This is an optimization exercise on Yosys and OpenROAD, whose aim is small area, not a production implementation.
At most, simulation tests tie the RTL to the original design; equivalence was not proved.
For run 1, only the layout was checked, not whether the RTL still works.
No activity file was given, so power comes from the tool's default toggle rates.

## flow/design.v (module list and top-level ports; edited modules follow where they fit)
// module secure_xfer_engine: 1935 lines
module secure_xfer_engine (
    input  logic        clk,
    input  logic        rst,
    input  logic        wr_valid,
    input  logic [15:0] wr_key,
    input  logic [9:0]  wr_addr,
    input  logic [31:0] wr_data,
    output logic        wr_ready,
    output logic        mem_valid,
    output logic [31:0] mem_data,
    input  logic        mem_ready,
    input  logic        rd_valid,
    input  logic [15:0] rd_key,
    input  logic [9:0]  rd_addr,
    input  logic [31:0] rd_data,
    output logic        rd_ready,
    output logic        reg_valid,
    output logic [31:0] reg_data,
    input  logic        reg_ready,
    output logic        locked,
    output logic [1:0]  key_err,
    output logic [15:0] acc_cnt,
    output logic [15:0] rej_cnt
);
  // ...
==> flow/flow/run.sh <==
#!/bin/bash
# Standard layout, except: Yosys synth runs without its early "abc -fast"
# (so the full-adder extraction sees the logic as written), the port
# buffers use the smallest buffer cell, and CTS adds no dummy loads.
set -euo pipefail
export SYNTH_ARGS="-noabc"
export BUFFER_PORTS_ARGS="-buffer_cell sky130_fd_sc_hd__buf_1"
export CTS_ARGS="-sink_clustering_enable -repair_clock_nets -dont_use_dummy_load"
bash standard.sh finish > standard_finish.log 2>&1
==> flow/standard.sh <==
#!/bin/bash
# synth_recipe.tcl (not shown) runs the flow's synth.tcl, then flattens the netlist and writes it again
# the make line also repeats each setting of config.mk as NAME=value (left out here)
make -C /OpenROAD-flow-scripts/flow DESIGN_CONFIG=/design/flow/config.mk WORK_HOME=/design/flow/orfs CLKGATE_MAP_FILE= SYNTH_SCRIPT=/design/flow/synth_recipe.tcl "${@:-finish}"
==> flow/config.mk <==
export PLATFORM = sky130hd
export DESIGN_NAME = secure_xfer_engine
export DESIGN_NICKNAME = secure_xfer_engine
export VERILOG_FILES = /design/flow/design.v
export SDC_FILE = /design/flow/constraint.sdc
export NUM_CORES = 4
export LEC_CHECK = 0
export ABC_AREA = 1
export CAP_MARGIN = 20
export CORE_MARGIN = 2
export CORE_UTILIZATION = 85
export PLACE_DENSITY = 0.92
export SLEW_MARGIN = 20
==> flow/constraint.sdc <==
create_clock -name core_clock -period 30.0 [get_ports {clk}]
set_input_delay 6.0000 -clock core_clock [delete_from_list [all_inputs] [get_ports {clk}]]
set_output_delay 6.0000 -clock core_clock [all_outputs]
set_load 0.01 [all_outputs]
==> flow_metrics.env, run 1 <==
export IMPL_run_status="complete, no violations"
export IMPL_clockNetworkAreaShare_pct=1.11
export IMPL_start_util_pct=85.9
export IMPL_regToRegEndpoint="acc_cnt[1]$_DFF_PP0_"
export IMPL_rr_startpoint="locked$_DFF_PP0_"
export IMPL_finish_utilization_pct=90.6
export IMPL_layout_area_seq_um2=2650
export IMPL_fraction_of_area_in_multi_input_gates_pct=75.8
export IMPL_synth_distinct_cells=41
export IMPL_buffer_count_excluding_the_clock_tree_in_the_final_layout=238
export IMPL_mean_number_of_vias_per_cell=6.62
export IMPL_die_h_um=155
export IMPL_worstHoldEndpoint="mem_data[24]$_DFFE_PP0P_"
export IMPL_timing_critical_path_from_type="input port"
export IMPL_max_freq_mhz=45.7
export IMPL_route_antenna_remaining_nets=0
export IMPL_dp_cells=2516
export IMPL_maximum_number_of_pins_on_one_net_before_global_route_repair=63
export IMPL_detail_route_wl_per_cell_um=21.8
export IMPL_report_final_slew_viol_count=0
export IMPL_worst_hold_path_type="register to register"
export IMPL_wirelength_met1_um=18700
export IMPL_vias=16724
export IMPL_placement_io_buffers=224
export IMPL_uppermost_routed_layer="met5"
export IMPL_top_power_group="combinational logic"
export IMPL_grt_overflow_total=0
export IMPL_yosys_area_share_xor_xnor_pct=2.82
export IMPL_power_switching_fraction_pct=51.9
export IMPL_worst_endpoint_required_ps=30240
export IMPL_design_core_area_um2=22400
export IMPL_clockPowerShare_pct=4.0
export IMPL_layout_comb_gates_multi_input=1689
export IMPL_n_clock_buffer=9
export IMPL_n_tap_cell=285
export IMPL_antennaDiodeCount=0
==> run 2: changes to the inputs <==
--- a/flow/design.v
+++ b/flow/design.v
@@ -21,18 +21,18 @@
     output logic [1:0]  key_err,
     output logic [15:0] acc_cnt,
     output logic [15:0] rej_cnt
 );
     logic [3:0] lk_cnt;
     logic wr_fire, rd_fire, wr_kok, rd_kok;
     logic wr_good, wr_bad, rd_good, rd_bad;
     logic wr_big, rd_big;
-    logic [31:0] wr_xf, rd_q, rd_xf, rd_st;
-    logic rd_fl;
+    logic [31:0] wr_xf, wr_st, rd_q, rd_xf, rd_st;
+    logic wr_fl, wr_nz, rd_fl, rd_nz;
     assign wr_ready = !locked && (!mem_valid || mem_ready);
     assign rd_ready = !locked && (!reg_valid || reg_ready);
     assign wr_kok  = (wr_key == 16'h0032);
     assign rd_kok  = (rd_key == 16'h0032);
     assign wr_fire = wr_valid && wr_ready;
     assign rd_fire = rd_valid && rd_ready;
     assign wr_good = wr_fire && wr_kok;
     assign wr_bad  = wr_fire && !wr_kok;
@@ -103,78 +103,78 @@
     logic wqc721, wqs722, wqc723, wqs724, wqc725, wqs726, wqc727, wqs728, wqc729, wqs730, wqc731, wqs732;
     logic wqc733, wqs734, wqc735, wqs736, wqc737, wqs738, wqc739, wqs740, wqs741, wqs742, wqs743, wqs744;
     logic wqs745, wqs746, wqs747, wqs748, wqs749, wqs750, wqs751, wqs752, wqs753, wqs754, wms755, wmc756;
     logic wms757, wmc758, wms759, wmc760, wms761, wmc762, wms763, wmc764, wms765, wmc766, wms767, wmc768;
     logic wms769, wmc770, wms771, wmc772, wms773, wmc774, wms775, wmc776, wms777, wmc778, wms779, wmc780;
     logic wms781, wmc782, wms783, wmc784, wms785, wmc786, wms787, wmc788, wms789, wmc790, wms791, wmc792;
     logic wms793, wmc794, wms795, wmc796, wms797, wmc798, wms799, wmc800, wms801, wmc802, wms803, wmc804;
     logic wms805, wmc806, wms807, wmc808, wms809, wmc810, wms811, wmc812, wms813, wmc814, wms815;
-    assign n1 = ~wr_data[0];
-    assign was2 = wr_data[1] ^ wr_data[0];
-    assign wac3 = wr_data[1] & wr_data[0];
-    assign was4 = ~(wr_data[2] ^ wac3);
-    assign wac5 = wr_data[2] | wac3;
-    assign was6 = ~(wr_data[3] ^ wac5);
-    assign wac7 = wr_data[3] | wac5;
-    assign was8 = ~(wr_data[4] ^ wac7);
-    assign wac9 = wr_data[4] | wac7;
-    assign was10 = ~(wr_data[5] ^ wac9);
-    assign wac11 = wr_data[5] | wac9;
-    assign was12 = ~(wr_data[6] ^ wac11);
-    assign wac13 = wr_data[6] | wac11;
-    assign was14 = ~(wr_data[7] ^ wac13);
-    assign wac15 = wr_data[7] | wac13;
-    assign was16 = ~(wr_data[8] ^ wac15);
-    assign wac17 = wr_data[8] | wac15;
-    assign was18 = ~(wr_data[9] ^ wac17);
-    assign wac19 = wr_data[9] | wac17;
-    assign was20 = ~(wr_data[10] ^ wac19);
-    assign wac21 = wr_data[10] | wac19;
-    assign was22 = ~(wr_data[11] ^ wac21);
-    assign wac23 = wr_data[11] | wac21;
-    assign was24 = ~(wr_data[12] ^ wac23);
-    assign wac25 = wr_data[12] | wac23;
-    assign was26 = ~(wr_data[13] ^ wac25);
-    assign wac27 = wr_data[13] | wac25;
-    assign was28 = ~(wr_data[14] ^ wac27);
-    assign wac29 = wr_data[14] | wac27;
-    assign was30 = ~(wr_data[15] ^ wac29);
-    assign wac31 = wr_data[15] | wac29;
-    assign was32 = ~(wr_data[16] ^ wac31);
-    assign wac33 = wr_data[16] | wac31;
-    assign was34 = ~(wr_data[17] ^ wac33);
-    assign wac35 = wr_data[17] | wac33;
-    assign was36 = ~(wr_data[18] ^ wac35);
-    assign wac37 = wr_data[18] | wac35;
-    assign was38 = ~(wr_data[19] ^ wac37);
-    assign wac39 = wr_data[19] | wac37;
-    assign was40 = ~(wr_data[20] ^ wac39);
-    assign wac41 = wr_data[20] | wac39;
-    assign was42 = ~(wr_data[21] ^ wac41);
-    assign wac43 = wr_data[21] | wac41;
-    assign was44 = ~(wr_data[22] ^ wac43);
-    assign wac45 = wr_data[22] | wac43;
-    assign was46 = ~(wr_data[23] ^ wac45);
-    assign wac47 = wr_data[23] | wac45;
-    assign was48 = ~(wr_data[24] ^ wac47);
-    assign wac49 = wr_data[24] | wac47;
-    assign was50 = ~(wr_data[25] ^ wac49);
-    assign wac51 = wr_data[25] | wac49;
-    assign was52 = ~(wr_data[26] ^ wac51);
-    assign wac53 = wr_data[26] | wac51;
-    assign was54 = ~(wr_data[27] ^ wac53);
-    assign wac55 = wr_data[27] | wac53;
-    assign was56 = ~(wr_data[28] ^ wac55);
-    assign wac57 = wr_data[28] | wac55;
-    assign was58 = ~(wr_data[29] ^ wac57);
-    assign wac59 = wr_data[29] | wac57;
-    assign was60 = ~(wr_data[30] ^ wac59);
-    assign wac61 = wr_data[30] | wac59;
-    assign was62 = wr_data[31] ^ wac61;
+    assign n1 = ~wr_st[0];
+    assign was2 = wr_st[1] ^ wr_st[0];
+    assign wac3 = wr_st[1] & wr_st[0];
+    assign was4 = ~(wr_st[2] ^ wac3);
+    assign wac5 = wr_st[2] | wac3;
+    assign was6 = ~(wr_st[3] ^ wac5);
+    assign wac7 = wr_st[3] | wac5;
+    assign was8 = ~(wr_st[4] ^ wac7);
+    assign wac9 = wr_st[4] | wac7;
+    assign was10 = ~(wr_st[5] ^ wac9);
+    assign wac11 = wr_st[5] | wac9;
+    assign was12 = ~(wr_st[6] ^ wac11);
+    assign wac13 = wr_st[6] | wac11;
+    assign was14 = ~(wr_st[7] ^ wac13);
+    assign wac15 = wr_st[7] | wac13;
+    assign was16 = ~(wr_st[8] ^ wac15);
+    assign wac17 = wr_st[8] | wac15;
+    assign was18 = ~(wr_st[9] ^ wac17);
+    assign wac19 = wr_st[9] | wac17;
+    assign was20 = ~(wr_st[10] ^ wac19);
+    assign wac21 = wr_st[10] | wac19;
+    assign was22 = ~(wr_st[11] ^ wac21);
+    assign wac23 = wr_st[11] | wac21;
+    assign was24 = ~(wr_st[12] ^ wac23);
+    assign wac25 = wr_st[12] | wac23;
+    assign was26 = ~(wr_st[13] ^ wac25);
+    assign wac27 = wr_st[13] | wac25;
+    assign was28 = ~(wr_st[14] ^ wac27);
+    assign wac29 = wr_st[14] | wac27;
+    assign was30 = ~(wr_st[15] ^ wac29);
+    assign wac31 = wr_st[15] | wac29;
+    assign was32 = ~(wr_st[16] ^ wac31);
+    assign wac33 = wr_st[16] | wac31;
+    assign was34 = ~(wr_st[17] ^ wac33);
+    assign wac35 = wr_st[17] | wac33;
+    assign was36 = ~(wr_st[18] ^ wac35);
+    assign wac37 = wr_st[18] | wac35;
+    assign was38 = ~(wr_st[19] ^ wac37);
+    assign wac39 = wr_st[19] | wac37;
+    assign was40 = ~(wr_st[20] ^ wac39);
+    assign wac41 = wr_st[20] | wac39;
+    assign was42 = ~(wr_st[21] ^ wac41);
+    assign wac43 = wr_st[21] | wac41;
+    assign was44 = ~(wr_st[22] ^ wac43);
+    assign wac45 = wr_st[22] | wac43;
+    assign was46 = ~(wr_st[23] ^ wac45);
+    assign wac47 = wr_st[23] | wac45;
+    assign was48 = ~(wr_st[24] ^ wac47);
+    assign wac49 = wr_st[24] | wac47;
+    assign was50 = ~(wr_st[25] ^ wac49);
+    assign wac51 = wr_st[25] | wac49;
+    assign was52 = ~(wr_st[26] ^ wac51);
+    assign wac53 = wr_st[26] | wac51;
+    assign was54 = ~(wr_st[27] ^ wac53);
+    assign wac55 = wr_st[27] | wac53;
+    assign was56 = ~(wr_st[28] ^ wac55);
+    assign wac57 = wr_st[28] | wac55;
+    assign was58 = ~(wr_st[29] ^ wac57);
+    assign wac59 = wr_st[29] | wac57;
+    assign was60 = ~(wr_st[30] ^ wac59);
+    assign wac61 = wr_st[30] | wac59;
+    assign was62 = wr_st[31] ^ wac61;
     assign n63 = ~was62;
     assign n64 = n1 & was2;
     assign n65 = was2 & ~n1;
     assign n66 = n1 & was4;
     assign n67 = n1 & was6;
     assign n68 = n1 & was8;
     assign n69 = n1 & was10;
     assign n70 = n1 & was12;
@@ -1871,38 +1871,47 @@
             end
         end else if (wr_good || rd_good) begin
             lk_cnt <= 4'd0;
         end
     end
     always_ff @(posedge clk or posedge rst) begin
         if (rst) begin
             mem_valid <= 1'b0;
-            mem_data  <= '0;
+            wr_fl     <= 1'b0;
+            wr_nz     <= 1'b0;
         end else if (wr_good) begin
             mem_valid <= 1'b1;
-            mem_data  <= wr_big ? wr_xf : wr_data;
+            wr_fl     <= wr_big;
+            wr_nz     <= 1'b1;
         end else if (mem_ready) begin
             mem_valid <= 1'b0;
         end
     end
+    always_ff @(posedge clk) begin
+        if (wr_good) wr_st <= wr_data;
+    end
+    assign mem_data = wr_fl ? wr_xf : (wr_st & {32{wr_nz}});
     always_ff @(posedge clk or posedge rst) begin
         if (rst) begin
             reg_valid <= 1'b0;
             rd_fl     <= 1'b0;
-            rd_st     <= '0;
+            rd_nz     <= 1'b0;
         end else if (rd_good) begin
             reg_valid <= 1'b1;
             rd_fl     <= rd_big;
-            rd_st     <= rd_big ? rd_q : rd_data;
+            rd_nz     <= 1'b1;
         end else if (reg_ready) begin
             reg_valid <= 1'b0;
         end
     end
-    assign reg_data = rd_fl ? rd_xf : rd_st;
+    always_ff @(posedge clk) begin
+        if (rd_good) rd_st <= rd_big ? rd_q : rd_data;
+    end
+    assign reg_data = rd_fl ? rd_xf : (rd_st & {32{rd_nz}});
     always_ff @(posedge clk or posedge rst) begin
         if (rst) key_err <= 2'b00;
         else     key_err <= {rd_bad, wr_bad};
     end
     logic [1:0]  n_good, n_bad;
     logic [16:0] acc_c, rej_c;
     logic [15:0] acc_s, rej_s;
     assign n_good = {wr_good & rd_good, wr_good ^ rd_good};
==> run 2 against run 1 <==
  * Clock skew is 2.7 ps lower
  * Final cell count is 5.5% lower
  * Die area is 1.2% lower
  * Clock power is 4% higher
  * Design area is 0.62% lower
  * Combinational power is 95% lower
  * Global-route usage is 12 points higher
  * Largest power group is now sequential cells
  * Count of clock-buffer cells in the layout stayed put
  * Utilization is 1.7 points higher
  * Routed wire length is 22% higher
==> flow_metrics.env, run 2 <==
export IMPL_run_status="complete, no violations"
export IMPL_placement_rows=54
export IMPL_finish_utilization_pct=92.2
export IMPL_fin_skew_ps=19.3
export IMPL_rr_startpoint="locked$_DFF_PP0_"
export IMPL_synthDominantCellAreaShare_pct=44.4
export IMPL_postLayoutSetupSlackWorst_ps=6950
export IMPL_setup_worst_path_start="wr_st[0]$_DFFE_PP_"
export IMPL_setup_violations=0
export IMPL_numClockSinks=109
export IMPL_syn_avg_cell_area_um2=9.68
export IMPL_worst_r2r_path_depth=22
export IMPL_tightestPinTransition_ps=1180
export IMPL_grt_overflow_total=0
export IMPL_netlist_area_um2=19000
export IMPL_clock_insertion_delay_worst_skew_ps=370
export IMPL_clockBufferDepth=2
export IMPL_irDropWorstVdd_mv=0.0400
export IMPL_power_static_leakage_nw=9.78
export IMPL_detailedPlace_worstSlack_ps=7750
export IMPL_ys_dominant_reg_cell="sky130_fd_sc_hd__edfxtp_1"
export IMPL_syn_to_final_growth_pct=6.08
export IMPL_whs_path_depth=2
export IMPL_tritoncts="done"
export IMPL_grt_setup_unrepaired="no"
export IMPL_synth_area_top_cells="sky130_fd_sc_hd__fa_1 44%, sky130_fd_sc_hd__edfxtp_1 10%, sky130_fd_sc_hd__nor2_1 10%"
export IMPL_start_util_pct=87.0
export IMPL_detail_route_wl_per_cell_um=28.3
export IMPL_crit_end="mem_data[31]"
export IMPL_max_freq_mhz=43.4
export IMPL_mean_number_of_vias_per_cell=7.33
export IMPL_cts_hold_fix_buffers=0
export IMPL_drtPass1Iterations=13
export IMPL_synthCells=1966
export IMPL_synth_edff_count=64
export IMPL_worstSetupEndpointType="primary output"
export IMPL_arrival_ps=17050
export IMPL_dp_cells=2371
export IMPL_reg2reg_setup_slack_ps=23810
export IMPL_clk_pin_slew_ps=70
export IMPL_hpwlAfterDp_um=44600
export IMPL_critical_path_max_stage_delay_ps=1020
export IMPL_path_max_fanout=32
export IMPL_timing_final_crit_period_ps=23050
export IMPL_finalSetupTns_ps=0
export IMPL_first_pass_grt_wire_length_um=104000
export IMPL_report_final_slew_viol_count=0
export IMPL_remaining_drc_errors=0
export IMPL_cts_made_buffers=9
export IMPL_place_congestion=1.07
export IMPL_grt_antenna_before_repair=6
export IMPL_yosysWarnings=1
export IMPL_filler_cell_count=774
export IMPL_fin_crit_sh_pct=76.8
export IMPL_synth_distinct_cells=33
export IMPL_regToRegEndpoint="acc_cnt[8]$_DFF_PP0_"
export IMPL_max_h_tree_level=3
export IMPL_placement_io_buffers=224
export IMPL_design_final_nets=2781
export IMPL_vias=17485
export IMPL_maximum_number_of_pins_on_one_net_before_global_route_repair=46
export IMPL_synth_async_reset_ratio_pct=41.3
export IMPL_root_buffer="sky130_fd_sc_hd__clkbuf_16"
export IMPL_yosys_cell_count_top_type="sky130_fd_sc_hd__nor2_1"
export IMPL_maxCapViolCount=0
export IMPL_ys_seq_elements=109
export IMPL_synthesis_nets=2644
export IMPL_first_global_vias=18946
export IMPL_synth_seq_area_share_pct=16.0
export IMPL_ioPinCount=225
export IMPL_slew_headroom_pct=21.3
export IMPL_drt_first_iter_violations=3354
export IMPL_synth_top_cell_by_area="sky130_fd_sc_hd__fa_1"
export IMPL_synth_top_cells_by_count="511 x sky130_fd_sc_hd__nor2_1, 422 x sky130_fd_sc_hd__fa_1, 175 x sky130_fd_sc_hd__inv_1, 134 x sky130_fd_sc_hd__ha_1, 126 x sky130_fd_sc_hd__nand2_1"
export IMPL_design_core_area_um2=21900
export IMPL_post_route_cells_drive_above_1_share_pct=6.19
export IMPL_cts_repair_resize_count=0
export IMPL_crit_path_frequent_cell="sky130_fd_sc_hd__fa_1"
export IMPL_die_outline_area_um2=23600
export IMPL_worst_endpoint_required_ps=24000
export IMPL_die_h_um=154
export IMPL_gr_usage_all_layers_pct=59.7
export IMPL_layout_top_registers="rd_st (32), wr_st (32)"
export IMPL_critPathSlowestCell="sky130_fd_sc_hd__ha_1"
export IMPL_most_common_cell_after_layout_fill_and_taps_aside="sky130_fd_sc_hd__nor2_1"
export IMPL_kind_of_critical_path="register to primary output"
export IMPL_power_w=0.000406
export IMPL_instances_no_fill=2387
export IMPL_detail_route_wirelength_um=67400
export IMPL_die_w_um=154
export IMPL_route_antenna_remaining_nets=0
export IMPL_timing_critical_path_from_type="register"
export IMPL_worst_hold_path_type="register to register"
export IMPL_endpoints_failing_hold=0
export IMPL_post_cts_buffers=0
export IMPL_p_per_area_nw_per_um2=20.1
export IMPL_highest_count_cells_in_the_layout_ignoring_fill_and_taps="509 x sky130_fd_sc_hd__nor2_1, 422 x sky130_fd_sc_hd__fa_1, 224 x sky130_fd_sc_hd__buf_1"
## run 2: changes by cell type after synthesis, sizes merged, moves of 14 or more
cell / delta
o21ai: +18
clkbuf: -17
nand2: -77
o22ai: +20
dfrtp: -61
o21a: -27
nand3: -27
edfxtp: +64
inv: -14
## run 2: power breakdown
group / switching, W / leakage [nW] / internal [W]
combinational: 0.0000809 / 8.52 / 0.0000421
clock: 0.0000525 / 0.111 / 0.0000532
sequential: 0.00000734 / 1.15 / 0.000170
total: 0.000141 / 9.78 / 0.000266
## run 2: cell families (layout without fill, tap and decap cells)
| group | count (synthesis) | after routing | synth area share, % |
|---|---|---|---|
| and+or+nand+nor | 812 | 812 | 18.2 |
| adders and majority gates | 556 | 556 | 53.2 |
| buffers and inverters | 299 | 434 | 5.90 |
| AOI/OAI and AO/OA | 132 | 132 | 4.02 |
| DFF | 109 | 109 | 16.0 |
| xor gates and xnor gates | 58 | 58 | 2.67 |
| other | 0 | 6 | 0 |
## run 2: routing by layer
layer | vias to the layer above | global-route usage, % | share of wire, %
met4 | 10 | 51.1 | 13
li1 | 6388 | - | -
met5 | - | 14.5 | 0.43
met1 | 8104 | 60.0 | 27
met2 | 2076 | 87.3 | 44
met3 | 907 | 34.2 | 16
## run 2: critical path: cells and delay by family (launching register included)
kind | cells | cell delay, ps
AO/OA/AOI/OAI | 2 | 360
XOR/XNOR | 5 | 870
adder cells (fa/ha/maj) | 32 | 14200
buffers and inverters | 3 | 590
flip-flops | 1 | 320
AND/OR/NAND/NOR | 2 | 320
## run 2: layout make-up
class | instances | area (um2) | area share [%]
flip-flops and latches | 109 | 3050 | 15.1
multi-input cells | 1558 | 14900 | 73.7
diodes | 6 | 15.0 | 0.0744
inverters | 186 | 699 | 3.46
repair buffers | 239 | 973 | 4.82
well taps | 280 | 350 | 1.73
clock buffers | 9 | 225 | 1.12
## run 2: per-stage QoR
stage	hold slack [ps]	cell area, um2
CTS	537	20100
finish	539	20200
floorplan	506	19000
global placement	488	19900
global route	566	20200
detailed placement	508	19900
## run 2: worst min path at each step
stage / slack [ps] / to / from
floorplan: 510 / wr_nz$_DFFE_PP0P_ / wr_nz$_DFFE_PP0P_
global placement: 490 / mem_valid$_DFFE_PP0P_ / mem_valid$_DFFE_PP0P_
detailed placement: 510 / mem_valid$_DFFE_PP0P_ / mem_valid$_DFFE_PP0P_
CTS: 540 / mem_valid$_DFFE_PP0P_ / mem_valid$_DFFE_PP0P_
global route: 570 / mem_valid$_DFFE_PP0P_ / mem_valid$_DFFE_PP0P_
finish: 540 / mem_valid$_DFFE_PP0P_ / mem_valid$_DFFE_PP0P_

==> static timing again, ports no longer ideal <==
The flow's constraints put no driver on any port. The routed layouts listed below were extracted and timed again, unchanged, in two steps.
Step 1 (the two cells are an assumption about what drives the block):
set clk [get_ports {clk}]
set_driving_cell -lib_cell sky130_fd_sc_hd__clkbuf_16 $clk
set_driving_cell -lib_cell sky130_fd_sc_hd__buf_2 [delete_from_list [all_inputs] $clk]
Step 2 also shifts input and output timing later by t, the mid clock arrival at the registers, as if the neighbouring blocks saw the same clock.
a / b / c = ideal ports / drivers / drivers and shift; a / b = the first two.
| run | t (ns) | slack for setup (ns) | clock arrival spread, ns |
|---|---|---|---|
| run 1 | 0.390 | 8.123 / 8.140 / 7.750 | 0.030 / 0.030 |
| run 2 | 0.392 | 6.947 / 6.912 / 7.304 | 0.025 / 0.025 |
After both steps every run listed still meets setup and hold. The setup slack of run 1, which loses most, moves by +0.017 ns with the drivers and by -0.373 ns with both steps.
